What follows belongs to an exercise in optimizing a design on an open flow for small area; a production flow would make more cautious choices.
RTL that was checked went through simulation tests only; none was proved equivalent to the original.
Power figures rest on the tool's default switching activity, not on a simulated workload.

== the previous run ==
==> flow/design.v (excerpt) <==
module imu_pose_gesture_recognizer_top (
    input  logic                             clk,
    input  logic                             rst_n,
    input  logic                             in_valid,
    output logic                             in_ready,
    input  logic signed [15:0]               accel_x,
    input  logic signed [15:0]               accel_y,
    input  logic signed [15:0]               accel_z,
    input  logic signed [15:0]               gyro_x,
    input  logic signed [15:0]               gyro_y,
    input  logic signed [15:0]               gyro_z,
    input  logic [31:0]                      now_ms,
    output logic                             out_valid,
    input  logic                             out_ready,
    output logic [1:0]                       gesture_code,
    output logic [1:0]                       phase_after,
    input  logic                             psel,
    input  logic                             penable,
    input  logic                             pwrite,
    input  logic [4:0]                       paddr,
    input  logic [31:0]                      pwdata,
    output logic [31:0]                      prdata,
    output logic                             pready
);
    logic [1:0]  smp_pose;
    logic [16:0] smp_motion_n;
    logic [31:0] smp_now_ms;
    logic    in_valid_reg, in_valid_next;
    logic    out_valid_reg, out_valid_next;
    logic    advance;
    logic    in_take;
    logic [5:0]  cfg_written;
    logic [16:0] trigger_q;
    logic [16:0] release_q;
    logic [15:0] timeout_q;
    logic [15:0] pose_hold_q;
    logic [16:0] arm_q;
    logic [15:0] neutral_q;
    logic [1:0]  pose;
    logic [16:0] motion_n;
    assign advance  = in_valid_reg && (!out_valid_reg || out_ready);
    assign in_ready = !in_valid_reg || advance;
    assign in_take  = in_valid && in_ready;
    always_comb
    begin
        in_valid_next  = in_take ? 1'b1 : (advance ? 1'b0 : in_valid_reg);
        out_valid_next = advance ? 1'b1 : (out_ready ? 1'b0 : out_valid_reg);
    end
    always_ff @(posedge clk or negedge rst_n)
    begin
        if (!rst_n)
        begin
            in_valid_reg  <= 1'b0;
            out_valid_reg <= 1'b0;
        end
        else
        begin
            in_valid_reg  <= in_valid_next;
            out_valid_reg <= out_valid_next;
        end
    end
    imupg_feature u_feat (
  ...
For scale: roughly 1100 cells after synthesis, ~200 flip-flops, roughly 210 I/O pins.
==> module imupg_fsm, before the edit <==
module imupg_fsm (
    input  logic                  clk,
    input  logic                  rst_n,
    input  logic                  step,
    input  logic [1:0]            pose,
    input  logic [16:0]           motion_n,      
    input  logic [31:0]           now,
    input  logic [5:0]            written,
    input  logic [16:0]           trigger_q,
    input  logic [16:0]           release_q,
    input  logic [15:0]           timeout_q,
    input  logic [15:0]           pose_hold_q,
    input  logic [16:0]           arm_q,
    input  logic [15:0]           neutral_q,
    output logic [1:0]            gesture_code,
    output logic [1:0]            phase_after
);
    logic [1:0]  phase_reg, phase_next;
    logic [1:0]  prev_pose_reg, prev_pose_next;    
    logic [31:0] stamp_reg;
    logic        stamp_load;
    logic        idle_reg, idle_next;              
    logic        fired_reg, fired_next;
    logic [15:0] since_n;
    logic [15:0] time_limit;
    logic        time_ok;
    logic [16:0] motion_limit;
    logic        motion_ge;
    logic sel_release, sel_neutral, sel_armed;
    logic neutral_hold_zero;
    assign sel_release = (phase_reg == imupg_pkg::PH_WAIT_RELEASE);
    assign sel_neutral = (phase_reg == imupg_pkg::PH_WAIT_NEUTRAL);
    assign sel_armed   = (phase_reg == imupg_pkg::PH_ARMED);
    assign time_limit = ({16{sel_release & written[2]}} & timeout_q)
                      | ({16{sel_release & ~written[2]}} & imupg_pkg::RST_RELEASE_TIMEOUT)
                      | ({16{sel_neutral & written[5]}} & neutral_q)
                      | ({16{sel_neutral & ~written[5]}} & imupg_pkg::RST_NEUTRAL_HOLD)
                      | ({16{~sel_release & ~sel_neutral & written[3]}} & pose_hold_q)
                      | ({16{~sel_release & ~sel_neutral & ~written[3]}} & imupg_pkg::RST_POSE_HOLD);
    assign neutral_hold_zero = written[5] && (neutral_q == 16'd0);
    always_comb
    begin
        logic [15:0] now_n, same, succ;
        logic        d, e, hi_zero0, hi_zero1, hi;
        now_n = ~now[15:0];
        d = 1'b0;
        for (int i = 0; i < 16; i++)
        begin
            since_n[i] = now_n[i] ^ stamp_reg[i] ^ d;
            d = (now_n[i] & stamp_reg[i]) | (now_n[i] & d) | (stamp_reg[i] & d);
        end
        same = ~(now[31:16] ^ stamp_reg[31:16]);
        succ[0] = ~same[0];
        for (int i = 1; i < 16; i++)
            succ[i] = ~(same[i] ^ (now[15+i] | ~stamp_reg[15+i]));
        hi_zero0 = &same;
        hi_zero1 = &succ;
        hi = d ? ~hi_zero1 : ~hi_zero0;
        e = (phase_reg == imupg_pkg::PH_WAIT_RELEASE);
        for (int i = 0; i < 16; i++)
            e = (since_n[i] & time_limit[i]) | (since_n[i] & e) | (time_limit[i] & e);
        time_ok = hi | ~e;
    end
    assign motion_limit = ({17{sel_release & written[1]}} & release_q)
                        | ({17{sel_release & ~written[1]}} & imupg_pkg::RST_RELEASE_MOTION)
                        | ({17{sel_armed & written[0]}} & trigger_q)
                        | ({17{sel_armed & ~written[0]}} & imupg_pkg::RST_TRIGGER_MOTION)
                        | ({17{~sel_release & ~sel_armed & written[4]}} & arm_q)
                        | ({17{~sel_release & ~sel_armed & ~written[4]}} & imupg_pkg::RST_ARM_MOTION);
    always_comb
    begin
        logic e;
        e = (phase_reg == imupg_pkg::PH_ARMED);
        for (int i = 0; i < 17; i++)
            e = (motion_n[i] & motion_limit[i]) | (motion_n[i] & e) | (motion_limit[i] & e);
        motion_ge = ~e;
    end
    always_comb
    begin
        phase_next     = phase_reg;
        prev_pose_next = prev_pose_reg;
        idle_next      = idle_reg;
        fired_next     = 1'b0;
        stamp_load     = 1'b0;
        case (phase_reg)
            imupg_pkg::PH_WAIT_RELEASE:
            begin
                if (time_ok || !motion_ge)
                begin
                    phase_next = imupg_pkg::PH_WAIT_NEUTRAL;
                    stamp_load = 1'b1;
                    idle_next  = (now == 32'd0);
                end
            end
            imupg_pkg::PH_WAIT_NEUTRAL:
            begin
                if (pose == imupg_pkg::POSE_FLAT)
                begin
                    if (idle_reg ? neutral_hold_zero : time_ok)
                    begin
                        phase_next     = imupg_pkg::PH_WAIT_POSE;
                        prev_pose_next = imupg_pkg::POSE_FLAT;
                        stamp_load     = 1'b1;
                    end
                    else if (idle_reg)
                    begin
                        stamp_load = 1'b1;
                        idle_next  = (now == 32'd0);
                    end
                end
                else
                begin
                    idle_next = 1'b1;
                end
            end
            imupg_pkg::PH_WAIT_POSE:
            begin
                if (pose != prev_pose_reg)
                begin
                    prev_pose_next = pose;
                    stamp_load     = 1'b1;
                end
                else if (pose == imupg_pkg::POSE_FLAT || motion_ge)
                begin
                    stamp_load = 1'b1;
                end
                else if (time_ok)
                begin
                    phase_next = imupg_pkg::PH_ARMED;
                end
            end
            default:  
            begin
                if (motion_ge)
                begin
                    fired_next = 1'b1;
                    stamp_load = 1'b1;
                    phase_next = imupg_pkg::PH_WAIT_RELEASE;
                end
            end
        endcase
    end
    always_ff @(posedge clk or negedge rst_n)
    begin
        if (!rst_n)
        begin
            phase_reg     <= imupg_pkg::PH_WAIT_POSE;
            prev_pose_reg <= imupg_pkg::POSE_FLAT;
        end
        else if (step)
        begin
            phase_reg     <= phase_next;
            prev_pose_reg <= prev_pose_next;
        end
    end
    always_ff @(posedge clk)
    begin
        if (step)
        begin
            idle_reg  <= idle_next;
            fired_reg <= fired_next;
        end
        if (step && stamp_load)
            stamp_reg <= now;
    end
    assign gesture_code = fired_reg ? prev_pose_reg : 2'd0;
    assign phase_after  = phase_reg;
endmodule
Settings: LEC_CHECK=0, CAP_MARGIN=20, CORE_MARGIN=2, CORE_UTILIZATION=40, SLEW_MARGIN=20; clock period 10.0 ns.
standard.sh (not shown) runs the stock make flow with config.mk's settings and CLKGATE_MAP_FILE= SYNTH_SCRIPT=/design/flow/synth_recipe.tcl, a recipe that flattens the netlist after the stock synthesis.
==> flow/flow/run.sh <==
#!/bin/bash
# Layout: the standard flow (standard.sh), with changes that only shrink
# overhead cells: the port buffers are the smallest buffer, and CTS builds
# the clock tree from small clock buffers and adds no dummy loads.
# Synthesis, floorplan, power grid, tap cells, placement and routing are the
# standard ones.
set -euo pipefail
cd "$(dirname "$0")/.."
bash standard.sh \
    "BUFFER_PORTS_ARGS=-buffer_cell sky130_fd_sc_hd__buf_1" \
    "CTS_ARGS=-sink_clustering_enable -repair_clock_nets -dont_use_dummy_load -buf_list {sky130_fd_sc_hd__clkbuf_8} -root_buf sky130_fd_sc_hd__clkbuf_8" \
    finish > make_finish.log 2>&1
diff inputs: the previous run => the current run
diff --git a/flow/design.v b/flow/design.v
--- a/flow/design.v
+++ b/flow/design.v
@@ -213,9 +213,9 @@
         end
         same = ~(now[31:16] ^ stamp_reg[31:16]);
         succ[0] = ~same[0];
         for (int i = 1; i < 16; i++)
-            succ[i] = ~(same[i] ^ (now[15+i] | ~stamp_reg[15+i]));
+            succ[i] = ~(same[i] ^ (now[15+i] | same[i-1]));
         hi_zero0 = &same;
         hi_zero1 = &succ;
         hi = d ? ~hi_zero1 : ~hi_zero0;
         e = (phase_reg == imupg_pkg::PH_WAIT_RELEASE);
==> comparison <==
Result: PASS for each of the current run and the previous run. | combinational power share | the current run vs the previous run | ≈ equal |. The current run against the previous run: multiplexer fraction of the synthesized cell area higher; die area higher; synthesized netlist cell count higher; arrival time of the worst setup path higher.
Function not checked in the current run: the RTL went through the layout flow alone.

-- separate check: timing with driven ports --
Ports are ideal in the flow. The routed layouts listed here were re-timed in OpenROAD.
Step 1 assumes that a clkbuf_16 drives the clock port and a buf_2 every other input.
Step 2 also shifts input and output timing later by t, the mid clock arrival at the registers, as if the neighbouring blocks saw the same clock.
Slacks: ideal / step 1 / step 2; pairs: ideal / step 1.
| run | t (ns) | slack for setup (ns) | latest minus earliest clock arrival (ns) | slew at the worst register clock pin (ns) | worst slew at a driven data input, ns |
|---|---|---|---|---|---|
| the previous run | 0.484 | 0.929 / 0.929 / 0.671 | 0.032 / 0.032 | 0.10 / 0.10 | 0.08 |
| the current run | 0.494 | 0.841 / 0.841 / 0.578 | 0.038 / 0.038 | 0.11 / 0.11 | 0.07 |
After both steps setup and hold are still met in every run listed. For the current run, which loses most, drivers alone change the setup slack by 0.000 ns; drivers and shift together by -0.263 ns.
